Source: an optimization exercise on an open RTL-to-GDS flow (aim: a short achievable clock period and few clock cycles). Production flows keep margins and buffers that such runs may drop. In this exercise RTL edits were held to simulation tests only and were not proved equivalent to the original. The flow treats the clock pin as an ideal source, which a real chip does not have. Power figures rest on the tool's default switching activity, not on a simulated workload.

## old
## riscv_core
module riscv_core #(
  parameter rv_pkg::word_t RESET_PC = 32'h0
) (
  input  logic  sys_clk,
  input  logic  reset_n,
  output rv_pkg::word_t imem_addr,
  input  rv_pkg::word_t imem_read_data,
  output logic  dmem_read_cmd_valid,
  output logic  dmem_write_cmd_valid,
  output rv_pkg::word_t dmem_addr,
  output rv_pkg::word_t dmem_write_data,
  input  rv_pkg::word_t dmem_read_data
);
==> flow/config.mk <==
export PLATFORM = sky130hd
export DESIGN_NAME = riscv_core
export DESIGN_NICKNAME = riscv_core
export VERILOG_FILES = /design/flow/design.v
export SDC_FILE = /design/flow/constraint.sdc
export NUM_CORES = 4
export LEC_CHECK = 0
export ABC_CLOCK_PERIOD_IN_PS = 2500
export CAP_MARGIN = 20
export CORE_MARGIN = 2
export CORE_UTILIZATION = 40
export SETUP_SLACK_MARGIN = 4.5
export SLEW_MARGIN = 20
==> flow/constraint.sdc <==
create_clock -name core_clock -period 7.6 [get_ports {sys_clk}]
set_input_delay 1.5200 -clock core_clock [delete_from_list [all_inputs] [get_ports {sys_clk}]]
set_output_delay 1.5200 -clock core_clock [all_outputs]
set_load 0.01 [all_outputs]
standard.sh (not shown) runs the stock make flow with config.mk's settings and CLKGATE_MAP_FILE= SYNTH_SCRIPT=/design/flow/synth_recipe.tcl, a recipe that flattens the netlist after the stock synthesis.
==> flow/flow/run.sh <==
#!/bin/bash
# The standard layout, with more timing repair: after the usual repair_timing call in CTS and in
# global routing, repair_timing runs again for setup (the same margin), then once more for hold.
# Everything else is the standard flow (standard.sh), including its synthesis.
set -euo pipefail
W=$(pwd)
bash standard.sh finish PRE_CTS_TCL="$W/flow/more_repair.tcl" \
  PRE_GLOBAL_ROUTE_TCL="$W/flow/more_repair.tcl" > "$W/orfs_make.log" 2>&1
==> flow/flow/more_repair.tcl <==
# Sourced by ORFS's cts.tcl and global_route.tcl before their timing repair. Replaces
# repair_timing_helper (scripts/util.tcl) with one that makes the same call and then repeats
# the setup repair, which often gets further from where the first call stopped.
proc repair_timing_helper { args } {
  set additional_args {}
  append_env_var additional_args SETUP_SLACK_MARGIN -setup_margin 1
  append_env_var additional_args HOLD_SLACK_MARGIN -hold_margin 1
  append_env_var additional_args SETUP_MOVE_SEQUENCE -sequence 1
  append_env_var additional_args TNS_END_PERCENT -repair_tns 1
  append_env_var additional_args SKIP_PIN_SWAP -skip_pin_swap 0
  append_env_var additional_args SKIP_GATE_CLONING -skip_gate_cloning 0
  append_env_var additional_args SKIP_BUFFER_REMOVAL -skip_buffer_removal 0
  append_env_var additional_args SKIP_LAST_GASP -skip_last_gasp 0
  append_env_var additional_args SKIP_VT_SWAP -skip_vt_swap 0
  append_env_var additional_args SKIP_CRIT_VT_SWAP -skip_crit_vt_swap 0
  append_env_var additional_args MATCH_CELL_FOOTPRINT -match_cell_footprint 0
  lappend additional_args {*}$args -verbose
  log_cmd repair_timing {*}$additional_args

  set setup_args {}
  append_env_var setup_args SETUP_SLACK_MARGIN -setup_margin 1
  append_env_var setup_args MATCH_CELL_FOOTPRINT -match_cell_footprint 0
  for {set i 0} {$i < 3} {incr i} {
    log_cmd repair_timing -setup {*}$setup_args -repair_tns 100 -verbose
  }
  set hold_args {}
  append_env_var hold_args HOLD_SLACK_MARGIN -hold_margin 1
  append_env_var hold_args MATCH_CELL_FOOTPRINT -match_cell_footprint 0
  log_cmd repair_timing -hold {*}$hold_args -verbose
}
Testbench counts of old, summed over its fixed seeds: cycles 12,194.
Inputs modified between old and new:
-- flow/design.v --
<<< old, line 116
  input  rv_pkg::word_t e_b,        
  input  rv_pkg::word_t m_res,      
  input  logic          lg_fwd_a,   
  input  logic          lg_fwd_b,   
>>> new, line 116
  input  rv_pkg::word_t e_b,        
  input  rv_pkg::word_t m_res,      
  input  rv_pkg::word_t m_res_n,    
  input  logic          lg_fwd_a,   
  input  logic          lg_fwd_b,   
<<< old, line 159
  ks_carry i_sub00 (.a(e_an),    .b(e_b),   .p(pd00), .c(cd00));
  ks_carry i_add10 (.a(m_res),   .b(e_b),   .p(pa10), .c(ca10));
  ks_carry i_sub10 (.a(~m_res),  .b(e_b),   .p(pd10), .c(cd10));
  ks_carry i_add01 (.a(e_a),     .b(m_res), .p(pa01), .c(ca01));
  ks_carry i_sub01 (.a(e_an),    .b(m_res), .p(pd01), .c(cd01));
>>> new, line 160
  ks_carry i_sub00 (.a(e_an),    .b(e_b),   .p(pd00), .c(cd00));
  ks_carry i_add10 (.a(m_res),   .b(e_b),   .p(pa10), .c(ca10));
  ks_carry i_sub10 (.a(m_res_n), .b(e_b),   .p(pd10), .c(cd10));
  ks_carry i_add01 (.a(e_a),     .b(m_res), .p(pa01), .c(ca01));
  ks_carry i_sub01 (.a(e_an),    .b(m_res), .p(pd01), .c(cd01));
<<< old, line 375
  rv_pkg::reg_addr_t m_rd;
  rv_pkg::word_t     m_res;
  logic              w_is_load;
  logic [31:1]       w_we;
>>> new, line 376
  rv_pkg::reg_addr_t m_rd;
  rv_pkg::word_t     m_res;
  rv_pkg::word_t     m_res_n;        
  logic              w_is_load;
  logic [31:1]       w_we;
<<< old, line 402
  );
  rv_pkg::word_t d_v1, d_v2;
  assign d_v1 = r1_byp ? (({32{r1_m}} & m_res) | ({32{r1_in}} & dmem_read_data) | ({32{r1_w}} & w_alu))
                      : rf_rs1;
  assign d_v2 = r2_byp ? (({32{r2_m}} & m_res) | ({32{r2_in}} & dmem_read_data) | ({32{r2_w}} & w_alu))
                      : rf_rs2;
  assign stall = d_valid && (st_e || st_m);
>>> new, line 404
  );
  rv_pkg::word_t d_v1, d_v2;
  assign d_v1 = r1_byp ? (({32{r1_m}} & ~m_res_n) | ({32{r1_in}} & dmem_read_data) | ({32{r1_w}} & w_alu))
                      : rf_rs1;
  assign d_v2 = r2_byp ? (({32{r2_m}} & ~m_res_n) | ({32{r2_in}} & dmem_read_data) | ({32{r2_w}} & w_alu))
                      : rf_rs2;
  assign stall = d_valid && (st_e || st_m);
<<< old, line 511
  end
  rv_pkg::word_t alu_result, st_data, addr;
  assign st_data = e_fwd_s ? m_res : e_s;
  execute_stage i_execute_stage (
    .e_a     (e_a),
>>> new, line 513
  end
  rv_pkg::word_t alu_result, st_data, addr;
  assign st_data = e_fwd_s ? ~m_res_n : e_s;
  execute_stage i_execute_stage (
    .e_a     (e_a),
<<< old, line 517
    .e_b     (e_b),
    .m_res   (m_res),
    .lg_fwd_a (e_lg_fwd_a),
    .lg_fwd_b (e_lg_fwd_b),
>>> new, line 519
    .e_b     (e_b),
    .m_res   (m_res),
    .m_res_n (m_res_n),
    .lg_fwd_a (e_lg_fwd_a),
    .lg_fwd_b (e_lg_fwd_b),
<<< old, line 567
    m_rd            <= e_rd;
    m_res           <= alu_result;
    dmem_addr       <= f_super ? f_imm :
                       (d_early && !(e_valid && e_late_mem)) ? d_imm : addr;
>>> new, line 570
    m_rd            <= e_rd;
    m_res           <= alu_result;
    m_res_n         <= ~alu_result;
    dmem_addr       <= f_super ? f_imm :
                       (d_early && !(e_valid && e_late_mem)) ? d_imm : addr;
<<< old, line 581
  end
  always_ff @(posedge sys_clk) begin
    w_alu <= m_early_write ? dmem_read_data : m_res;
  end
endmodule
>>> new, line 585
  end
  always_ff @(posedge sys_clk) begin
    w_alu <= m_early_write ? dmem_read_data : ~m_res_n;
  end
endmodule
## What came out
| number of tapcells | new vs old | 0.64% higher |
Going from old to new, number of distinct library cell variants in the gate-level netlist after synthesis shows an increase of 4; worst reg-to-reg setup slack shows no meaningful change; routed wire length per instance shows a reduction of about 2.2%.
Re xor/xnor share of the synthesized area: new is 0.29 points up on old.
In new, the placer's final routability congestion estimate came out about 1.4% below the value in old.
Total power delta (new − old): unfavourable
Compared old against new; fraction of the cycle the final worst path needs within noise.
Testbench counts of new, summed over its fixed seeds: cycles 12,194.

==> what the ideal ports hide <==
Ports are ideal in the flow. The routed layouts listed here were re-timed in OpenROAD. Step 1: set_driving_cell puts a clkbuf_16 on sys_clk and a buf_2 on each other input, an assumption about the parent block. Step 2, shift: input delay + t, output delay - t, t = (earliest + latest rising clock arrival at the registers) / 2. This alone moves slack from input paths to output paths. Three values: ideal, step 1, step 2; two values: the first two.
run | t, ns | slack for setup (ns) | hold WS [ns] | latest minus earliest clock arrival (ns) | pins driven straight from the clock port
old | 0.937 | 4.200 / 4.200 / 3.565 | 0.376 / 0.376 / 0.376 | 0.046 / 0.046 | 1
new | 0.924 | 4.201 / 4.201 / 3.633 | 0.345 / 0.345 / 0.345 | 0.071 / 0.071 | 1
After both steps setup and hold are still met in every run listed. The setup slack of old, which loses most, moves by 0.000 ns with the drivers and by -0.635 ns with both steps.
